This design comes from an exercise in tuning for small area on the open sky130 flow, not from production work.
At most, simulation tests tie the RTL to the original design; equivalence was not proved.
Power is estimated from default activity; no workload was simulated.

the baseline:
==> module commandTimers, before the edit <==
module commandTimers
(
    input  wire logic                         clk,
    input  wire logic                         arstN,
    input  wire logic                         ioInAck,
    output logic                              ioInReq,
    input  wire logic [3:0]                   minorOpcodeIn,
    input  wire logic [3:0]                   registerDestIn,
    input  wire logic [16-1:0] dataAddrIn,
    input  wire logic [16-1:0] dataIn,
    output logic      [8-1:0]      timerOutAck,
    input  wire logic [8-1:0]      timerOutReq,
    output logic [8*5-1:0]        resultOut
);
    localparam int NT = 8;
    logic [2:0]  phase;
    logic [15:0] lowHalf;
    logic        cmdValid;
    logic        pStore;
    logic        pBusy;      
    logic [2:0]  pSel;
    logic [3:0]  pTag;
    logic        beatFire;
    logic        highFire;
    logic        setWrite;
    logic [2:0]  sel;
    logic [26:0] waitTime;
    logic        prescale;
    logic [31:0] scaledWait;
    logic        waitOk;
    logic [11:0] highBits;   
    logic        late;       
    logic [2:0]  ringSel;
    logic [26:0] ringWait;
    logic        ringPrescale;
    logic [31:0] ringScaled;
    logic        ringWrite;
    logic [2:0]  ringPos;
    logic [2:0]  ringUntil;
    logic [2:0]  untilPass;
    logic [31:0] passSpan;
    logic        nearIn;
    logic [2:0]  lastLoIn;
    logic [27:0]   ring [NT];
    logic [2:0]    lastLo [NT];
    logic [NT-1:0] near;       
    logic [NT-1:0] busy;
    logic [NT-1:0] waitPending;
    logic [NT-1:0] slotTag0, slotTag1, slotTag2, slotTag3;
    logic [NT-1:0] slotData;
    logic [NT-1:0] ready;
    logic [NT-1:0] accept;
    assign ioInReq  = !cmdValid;
    assign beatFire = ioInAck && !cmdValid;
    assign highFire = beatFire && dataAddrIn[0];
    assign setWrite = highFire && minorOpcodeIn[2];
    assign sel      = dataIn[14:12];
    assign waitTime = {dataIn[10:0], lowHalf};
    assign prescale = dataIn[11];
    assign scaledWait = prescale ? {waitTime, 5'd0} : {5'd0, waitTime};
    assign waitOk = prescale ? ((waitTime != '0) && (!waitTime[26] || (waitTime[25:0] == '0)))
                             : (waitTime[26:1] != '0);
    assign untilPass = sel - phase - 3'd1;
    assign nearIn = (scaledWait[31:4] == '0) && ({1'b0, scaledWait[3:0]} <= {2'b0, untilPass} + 5'd1);
    assign lastLoIn = phase + scaledWait[2:0];
    assign ringSel = late ? pSel : sel;
    assign ringWait = {late ? highBits[10:0] : dataIn[10:0], lowHalf};
    assign ringPrescale = late ? highBits[11] : dataIn[11];
    assign ringScaled = ringPrescale ? {ringWait, 5'd0} : {5'd0, ringWait};
    assign ringPos = phase + 3'd1 - ringSel;
    assign ringWrite = late || (setWrite && !ringPos[0]);
    assign ringUntil = 3'd0 - ringPos;
    assign passSpan = ringScaled - 32'(ringUntil) - 32'd2 - 32'(late);
    always_ff @(posedge clk) begin
        highBits <= dataIn[11:0];
        late     <= setWrite && ringPos[0];
    end
    always_ff @(posedge clk or negedge arstN) begin
        if (!arstN) begin
            phase <= '0;
        end else begin
            phase <= phase + 3'd1;
        end
    end
    always_ff @(posedge clk) begin
        if (beatFire && !dataAddrIn[0]) begin
            lowHalf <= dataIn;
        end
    end
    always_ff @(posedge clk) begin
        if (!cmdValid) begin
            pStore <= minorOpcodeIn[2];
            pBusy  <= dataIn[15] && (!minorOpcodeIn[2] || waitOk);
            pSel   <= sel;
            pTag   <= registerDestIn;
        end
    end
    always_ff @(posedge clk or negedge arstN) begin
        if (!arstN) begin
            cmdValid <= 1'b0;
        end else if (highFire) begin
            cmdValid <= 1'b1;
        end else if (accept != '0) begin
            cmdValid <= 1'b0;
        end
    end
    for (genvar s = 0; s < NT; s++) begin : genRing
        always_ff @(posedge clk) begin
            if ((s % 2 == 0) && ringWrite && (ringPos == 3'(s))) begin
                ring[s] <= passSpan[30:3];
            end else if (s == 1) begin
                ring[s] <= ring[0] - 28'd1;
            end else begin
                ring[s] <= ring[(s + NT - 1) % NT];
            end
        end
    end
    for (genvar i = 0; i < NT; i++) begin : genTimer
        assign ready[i]  = pStore || (!timerOutAck[i] && !waitPending[i]);
        assign accept[i] = cmdValid && (pSel == 3'(i)) && ready[i];
        always_ff @(posedge clk) begin
            if (setWrite && (sel == 3'(i))) begin
                lastLo[i] <= lastLoIn;
            end
        end
        always_ff @(posedge clk) begin
            if (setWrite && (sel == 3'(i))) begin
                near[i] <= nearIn;
            end else if (phase == 3'(i)) begin
                near[i] <= (ring[0] == '0);
            end
        end
        always_ff @(posedge clk or negedge arstN) begin
            if (!arstN) begin
                busy[i] <= 1'b0;
            end else if (accept[i] && pStore) begin
                busy[i] <= pBusy;
            end else if (near[i] && (phase == lastLo[i])) begin
                busy[i] <= 1'b0;
            end
        end
        always_ff @(posedge clk or negedge arstN) begin
            if (!arstN) begin
                waitPending[i] <= 1'b0;
            end else if (accept[i] && !pStore && pBusy) begin
                waitPending[i] <= 1'b1;
            end else if (!busy[i]) begin
                waitPending[i] <= 1'b0;
            end
        end
        always_ff @(posedge clk or negedge arstN) begin
            if (!arstN) begin
                timerOutAck[i] <= 1'b0;
            end else if (timerOutAck[i]) begin
                timerOutAck[i] <= !timerOutReq[i];
            end else begin
                timerOutAck[i] <= (accept[i] && !pStore && !pBusy) || (waitPending[i] && !busy[i]);
            end
        end
        always_ff @(posedge clk) begin
            if (accept[i] && !pStore) begin
                {slotTag3[i], slotTag2[i], slotTag1[i], slotTag0[i]} <= pTag;
                slotData[i] <= !pBusy && busy[i];
            end
        end
        assign resultOut[i*5 +: 5] = {slotTag3[i], slotTag2[i], slotTag1[i], slotTag0[i], slotData[i]};
    end
endmodule
Settings: LEC_CHECK=0, CAP_MARGIN=20, CORE_MARGIN=2, CORE_UTILIZATION=70, CTS_BUF_LIST=sky130_fd_sc_hd__clkbuf_8, CTS_CLUSTER_DIAMETER=60, CTS_CLUSTER_SIZE=18, SLEW_MARGIN=20; clock period 7.0 ns.
standard.sh (not shown) runs the stock make flow with config.mk's settings and CLKGATE_MAP_FILE= SYNTH_SCRIPT=/design/flow/synth_recipe.tcl, a recipe that flattens the netlist after the stock synthesis.
==> flow/flow/run.sh <==
#!/bin/bash
# The standard layout with three changes:
#  - synthesis maps the logic with ABC's area-oriented mapper (amap) instead
#    of the delay-oriented script; registers, passes and naming are unchanged
#  - single-drive port buffers
#  - a clock tree of mid-size buffers without dummy loads
set -euo pipefail
work=$PWD

# A copy of ORFS's scripts that differs only in the ABC area script
rm -rf "$work/scripts"
cp -r "$FLOW_HOME/scripts" "$work/scripts"
printf 'strash\ndc2\ndch -f\namap\ntopo\nstime -c\ndnsize -c\n' > "$work/scripts/abc_area.script"

export BUFFER_PORTS_ARGS="-buffer_cell sky130_fd_sc_hd__buf_1"
export CTS_ARGS="-sink_clustering_enable -repair_clock_nets -buf_list sky130_fd_sc_hd__clkbuf_8 -sink_clustering_size 18 -sink_clustering_max_diameter 60 -dont_use_dummy_load"

bash standard.sh SCRIPTS_DIR="$work/scripts" ABC_AREA=1 synth > "$work/synth.log" 2>&1
bash standard.sh finish > "$work/layout.log" 2>&1
The baseline: flow complete, layout not clean; failing: setup timing
--- input diff the baseline..the candidate ---
-- flow/design.v --
<<< the baseline, line 62
    logic [2:0]  ringUntil;
    logic [2:0]  untilPass;
    logic [31:0] passSpan;
    logic        nearIn;
    logic [2:0]  lastLoIn;
    logic [27:0]   ring [NT];
    logic [2:0]    lastLo [NT];
    logic [NT-1:0] near;       
>>> the candidate, line 62
    logic [2:0]  ringUntil;
    logic [2:0]  untilPass;
    logic [3:0]  spanOffset;
    logic [4:0]  spanLow;
    logic [27:0] passSpan;
    logic        nearIn;
    logic [2:0]  lastLoIn;
    logic [27:0]   ring [NT];
    logic [NT-1:0] ringBorrow;
    logic          passZero;
    logic [2:0]    lastLo [NT];
    logic [NT-1:0] near;       
<<< the baseline, line 94
    assign ringWrite = late || (setWrite && !ringPos[0]);
    assign ringUntil = 3'd0 - ringPos;
    assign passSpan = ringScaled - 32'(ringUntil) - 32'd2 - 32'(late);
    always_ff @(posedge clk) begin
        highBits <= dataIn[11:0];
>>> the candidate, line 98
    assign ringWrite = late || (setWrite && !ringPos[0]);
    assign ringUntil = 3'd0 - ringPos;
    assign spanOffset = {1'b0, ringUntil} + 4'd2 + 4'(late);
    assign spanLow = {1'b0, ringScaled[3:0]} - {1'b0, spanOffset};
    assign passSpan = {ringScaled[30:4], spanLow[3]};
    always_ff @(posedge clk) begin
        highBits <= dataIn[11:0];
<<< the baseline, line 128
        end
    end
    for (genvar s = 0; s < NT; s++) begin : genRing
        always_ff @(posedge clk) begin
            if ((s % 2 == 0) && ringWrite && (ringPos == 3'(s))) begin
                ring[s] <= passSpan[30:3];
            end else if (s == 1) begin
                ring[s] <= ring[0] - 28'd1;
            end else begin
                ring[s] <= ring[(s + NT - 1) % NT];
            end
        end
>>> the candidate, line 134
        end
    end
    assign passZero = (ring[0][27:2] == '0) && (ring[0][1] == ringBorrow[0]) && !ring[0][0];
    for (genvar s = 0; s < NT; s++) begin : genRing
        always_ff @(posedge clk) begin
            if ((s % 2 == 0) && ringWrite && (ringPos == 3'(s))) begin
                ring[s]       <= passSpan;
                ringBorrow[s] <= spanLow[4];
            end else if (s == 1) begin
                ring[s]       <= ring[0] - {26'd0, ringBorrow[0], 1'b1};
                ringBorrow[s] <= 1'b0;
            end else begin
                ring[s]       <= ring[(s + NT - 1) % NT];
                ringBorrow[s] <= ringBorrow[(s + NT - 1) % NT];
            end
        end
<<< the baseline, line 151
                near[i] <= nearIn;
            end else if (phase == 3'(i)) begin
                near[i] <= (ring[0] == '0);
            end
        end
>>> the candidate, line 161
                near[i] <= nearIn;
            end else if (phase == 3'(i)) begin
                near[i] <= passZero;
            end
        end
Findings:
The candidate: all stages complete, timing, DRC and antenna checks passed. Summary of the candidate over the baseline: post-layout worst setup margin picked up an extra 2.94 ns; register area picked up an extra about 1.7%; number of buffers inserted by post-CTS setup repair now sits lower. The baseline has a higher final layout net count than the candidate. Diff the baseline -> the candidate: final core area utilization dropped 7.0 points; buffer and inverter count on the worst path dropped 20; cell count dropped about 8%; total wirelength of the detailed-routed design dropped about 10%. [the candidate] overall power after layout fell 2.8% relative to the baseline. Looking at number of sinks handled by clock tree synthesis, the candidate sits about 2% above the baseline. STATUS worst hold slack: the candidate wins against the baseline. The run showing the smaller area of the mapped netlist is the candidate. The candidate vs the baseline: last weighted congestion value of the routability-driven placer down by a few percent.

========
Setup of v6:
The RTL this note starts from:
==> flow/design.v <==
`default_nettype none
package commandTimersPkg;
    typedef enum logic [1:0] {
        opCheck = 2'b00,
        opWait  = 2'b01,
        opClear = 2'b10,
        opSet   = 2'b11
    } timerOp_e;
    typedef struct packed {
        logic                            isStore;
        logic                            cmdBit;
        logic [$clog2(8)-1:0] select;
        logic                            prescale;
        logic [27-1:0]     waitTime;
        logic [3:0]                      regDest;
    } timerCmd_t;
    typedef struct packed {
        logic [3:0]  regDest;
        logic [31:0] data;
    } timerResult_t;
endpackage
`default_nettype wire
`default_nettype none
module commandTimers
(
    input  wire logic                         clk,
    input  wire logic                         arstN,
    input  wire logic                         ioInAck,
    output logic                              ioInReq,
    input  wire logic [3:0]                   minorOpcodeIn,
    input  wire logic [3:0]                   registerDestIn,
    input  wire logic [16-1:0] dataAddrIn,
    input  wire logic [16-1:0] dataIn,
    output logic      [8-1:0]      timerOutAck,
    input  wire logic [8-1:0]      timerOutReq,
    output logic [8*5-1:0]        resultOut
);
    localparam int NT = 8;
    logic [30:0] counter;
    logic [15:0] lowHalf;
    logic        cmdValid;
    logic        pStore;
    logic        pBusy;      
    logic [2:0]  pSel;
    logic [3:0]  pTag;
    logic        beatFire;
    logic        highFire;
    logic [26:0] waitTime;
    logic        prescale;
    logic [31:0] scaledWait;
    logic        waitOk;
    logic [30:0] deadlineIn;
    logic [30:0]   deadline [NT];
    logic [NT-1:0] busy;
    logic [NT-1:0] waitPending;
    logic [NT-1:0] slotTag0, slotTag1, slotTag2, slotTag3;
    logic [NT-1:0] slotData;
    logic [NT-1:0] ready;
    logic [NT-1:0] accept;
    assign ioInReq  = !cmdValid;
    assign beatFire = ioInAck && !cmdValid;
    assign highFire = beatFire && dataAddrIn[0];
    assign waitTime = {dataIn[10:0], lowHalf};
    assign prescale = dataIn[11];
    assign scaledWait = prescale ? {waitTime, 5'd0} : {5'd0, waitTime};
    assign waitOk = prescale ? ((waitTime != '0) && (!waitTime[26] || (waitTime[25:0] == '0)))
                             : (waitTime[26:1] != '0);
    assign deadlineIn = counter + scaledWait[30:0];
    always_ff @(posedge clk or negedge arstN) begin
        if (!arstN) begin
            counter <= '0;
        end else begin
            counter <= counter + 31'd1;
        end
    end
    always_ff @(posedge clk) begin
        if (beatFire && !dataAddrIn[0]) begin
            lowHalf <= dataIn;
        end
    end
    always_ff @(posedge clk) begin
        if (!cmdValid) begin
            pStore <= minorOpcodeIn[2];
            pBusy  <= dataIn[15] && (!minorOpcodeIn[2] || waitOk);
            pSel   <= dataIn[14:12];
            pTag   <= registerDestIn;
        end
    end
    always_ff @(posedge clk or negedge arstN) begin
        if (!arstN) begin
            cmdValid <= 1'b0;
        end else if (highFire) begin
            cmdValid <= 1'b1;
        end else if (accept != '0) begin
            cmdValid <= 1'b0;
        end
    end
    for (genvar i = 0; i < NT; i++) begin : genTimer
        assign ready[i]  = pStore || (!timerOutAck[i] && !waitPending[i]);
        assign accept[i] = cmdValid && (pSel == 3'(i)) && ready[i];
        always_ff @(posedge clk) begin
            if (highFire && minorOpcodeIn[2] && (dataIn[14:12] == 3'(i))) begin
                deadline[i] <= deadlineIn;
            end
        end
        always_ff @(posedge clk or negedge arstN) begin
            if (!arstN) begin
                busy[i] <= 1'b0;
            end else if (accept[i] && pStore) begin
                busy[i] <= pBusy;
            end else if (counter == deadline[i]) begin
                busy[i] <= 1'b0;
            end
        end
        always_ff @(posedge clk or negedge arstN) begin
            if (!arstN) begin
                waitPending[i] <= 1'b0;
            end else if (accept[i] && !pStore && pBusy) begin
                waitPending[i] <= 1'b1;
            end else if (!busy[i]) begin
                waitPending[i] <= 1'b0;
            end
        end
        always_ff @(posedge clk or negedge arstN) begin
            if (!arstN) begin
                timerOutAck[i] <= 1'b0;
            end else if (timerOutAck[i]) begin
                timerOutAck[i] <= !timerOutReq[i];
            end else begin
                timerOutAck[i] <= (accept[i] && !pStore && !pBusy) || (waitPending[i] && !busy[i]);
            end
        end
        always_ff @(posedge clk) begin
            if (accept[i] && !pStore) begin
                {slotTag3[i], slotTag2[i], slotTag1[i], slotTag0[i]} <= pTag;
                slotData[i] <= !pBusy && busy[i];
            end
        end
        assign resultOut[i*5 +: 5] = {slotTag3[i], slotTag2[i], slotTag1[i], slotTag0[i], slotData[i]};
    end
endmodule
`default_nettype wire
clock: 7.0 ns
lec_check: 0
cap_margin: 20
core_margin: 2
core_utilization: 40
slew_margin: 20
run.sh (not shown) runs the stock make flow with config.mk's settings and CLKGATE_MAP_FILE= SYNTH_SCRIPT=/design/flow/synth_recipe.tcl, a recipe that flattens the netlist after the stock synthesis.
Stock flow here: none of the scripts above is used.
The following lists how v7 was set up differently from v6:
--- a/flow/design.v
+++ b/flow/design.v
@@ -33,85 +33,117 @@
     input  wire logic [16-1:0] dataIn,
     output logic      [8-1:0]      timerOutAck,
     input  wire logic [8-1:0]      timerOutReq,
     output logic [8*5-1:0]        resultOut
 );
     localparam int NT = 8;
-    logic [30:0] counter;
+    logic [2:0]  phase;
     logic [15:0] lowHalf;
     logic        cmdValid;
     logic        pStore;
     logic        pBusy;      
     logic [2:0]  pSel;
     logic [3:0]  pTag;
     logic        beatFire;
     logic        highFire;
+    logic        setWrite;
+    logic [2:0]  sel;
     logic [26:0] waitTime;
     logic        prescale;
     logic [31:0] scaledWait;
     logic        waitOk;
-    logic [30:0] deadlineIn;
-    logic [30:0]   deadline [NT];
+    logic [2:0]  ringPos;
+    logic [2:0]  untilPass;
+    logic [31:0] passSpan;
+    logic        nearIn;
+    logic [2:0]  lastLoIn;
+    logic [27:0]   ring [NT];
+    logic [2:0]    lastLo [NT];
+    logic [NT-1:0] near;       
     logic [NT-1:0] busy;
     logic [NT-1:0] waitPending;
     logic [NT-1:0] slotTag0, slotTag1, slotTag2, slotTag3;
     logic [NT-1:0] slotData;
     logic [NT-1:0] ready;
     logic [NT-1:0] accept;
     assign ioInReq  = !cmdValid;
     assign beatFire = ioInAck && !cmdValid;
     assign highFire = beatFire && dataAddrIn[0];
+    assign setWrite = highFire && minorOpcodeIn[2];
+    assign sel      = dataIn[14:12];
     assign waitTime = {dataIn[10:0], lowHalf};
     assign prescale = dataIn[11];
     assign scaledWait = prescale ? {waitTime, 5'd0} : {5'd0, waitTime};
     assign waitOk = prescale ? ((waitTime != '0) && (!waitTime[26] || (waitTime[25:0] == '0)))
                              : (waitTime[26:1] != '0);
-    assign deadlineIn = counter + scaledWait[30:0];
+    assign ringPos = phase + 3'd1 - sel;
+    assign untilPass = 3'd0 - ringPos;
+    assign nearIn = (scaledWait[31:4] == '0) && ({1'b0, scaledWait[3:0]} <= {2'b0, untilPass} + 5'd1);
+    assign passSpan = scaledWait - 32'(untilPass) - 32'd2;
+    assign lastLoIn = phase + scaledWait[2:0];
     always_ff @(posedge clk or negedge arstN) begin
         if (!arstN) begin
-            counter <= '0;
+            phase <= '0;
         end else begin
-            counter <= counter + 31'd1;
+            phase <= phase + 3'd1;
         end
     end
     always_ff @(posedge clk) begin
         if (beatFire && !dataAddrIn[0]) begin
             lowHalf <= dataIn;
         end
     end
     always_ff @(posedge clk) begin
         if (!cmdValid) begin
             pStore <= minorOpcodeIn[2];
             pBusy  <= dataIn[15] && (!minorOpcodeIn[2] || waitOk);
-            pSel   <= dataIn[14:12];
+            pSel   <= sel;
             pTag   <= registerDestIn;
         end
     end
     always_ff @(posedge clk or negedge arstN) begin
         if (!arstN) begin
             cmdValid <= 1'b0;
         end else if (highFire) begin
             cmdValid <= 1'b1;
         end else if (accept != '0) begin
             cmdValid <= 1'b0;
         end
     end
+    for (genvar s = 0; s < NT; s++) begin : genRing
+        always_ff @(posedge clk) begin
+            if (setWrite && (ringPos == 3'(s))) begin
+                ring[s] <= passSpan[30:3];
+            end else if (s == 1) begin
+                ring[s] <= ring[0] - 28'd1;
+            end else begin
+                ring[s] <= ring[(s + NT - 1) % NT];
+            end
+        end
+    end
     for (genvar i = 0; i < NT; i++) begin : genTimer
         assign ready[i]  = pStore || (!timerOutAck[i] && !waitPending[i]);
         assign accept[i] = cmdValid && (pSel == 3'(i)) && ready[i];
         always_ff @(posedge clk) begin
-            if (highFire && minorOpcodeIn[2] && (dataIn[14:12] == 3'(i))) begin
-                deadline[i] <= deadlineIn;
+            if (setWrite && (sel == 3'(i))) begin
+                lastLo[i] <= lastLoIn;
+            end
+        end
+        always_ff @(posedge clk) begin
+            if (setWrite && (sel == 3'(i))) begin
+                near[i] <= nearIn;
+            end else if (phase == 3'(i)) begin
+                near[i] <= (ring[0] == '0);
             end
         end
         always_ff @(posedge clk or negedge arstN) begin
             if (!arstN) begin
                 busy[i] <= 1'b0;
             end else if (accept[i] && pStore) begin
                 busy[i] <= pBusy;
-            end else if (counter == deadline[i]) begin
+            end else if (near[i] && (phase == lastLo[i])) begin
                 busy[i] <= 1'b0;
             end
         end
         always_ff @(posedge clk or negedge arstN) begin
             if (!arstN) begin
                 waitPending[i] <= 1'b0;
Findings:
Non-clock inverter instance count of the final layout | v7 above v6. Relative to v6, the power share of the clock group of v7 is lower by 7.1 points. Between v7 and v6, number of stages on the worst hold path is lower for v6, v7 comes in above that. Looking at placed wire-length estimate across v7 and v6, the one that comes out lower is v7. Taking v6 as 1.0, v7 lands at 0.80 on first-pass GRT wire length. Looking only at storage element area, and setting everything else aside, the lower value of v7 and v6 goes to v7. On transition time of the tightest slew-check pin: between v7 and v6, it ends up higher for v6. Row final critical-path required period: v7 higher / v6 lower.
The RTL of v6 was laid out without a check of its function.

[static timing again, ports no longer ideal]
Ports are ideal in the flow. The routed layouts listed here were re-timed in OpenROAD. Step 1 sets driving cells, clkbuf_16 on the clock port and buf_2 on the other inputs (assumed; they add their load-dependent delay and slew). Step 2 moves the port delays by t, midway between the first and last clock arrival at a register: inputs arrive t later, outputs are due t later. That takes back most of the time a late clock gives input paths. Slacks: ideal / step 1 / step 2; pairs: ideal / step 1.
| run | shift t [ns] | setup WS [ns] | clock arrival spread, ns | cell pins on the clock port's net |
|---|---|---|---|---|
| the baseline | 0.585 | -0.926 / -0.937 / -1.521 | 0.056 / 0.055 | 1 |
| the candidate | 0.585 | 2.017 / 2.017 / 1.568 | 0.053 / 0.053 | 1 |
| v6 | 0.604 | 2.247 / 2.277 / 1.673 | 0.023 / 0.024 | 1 |
| v7 | 0.575 | 1.542 / 1.574 / 1.000 | 0.015 / 0.015 | 1 |
For the baseline, which loses most, drivers alone change the setup slack by -0.011 ns; drivers and shift together by -0.595 ns.
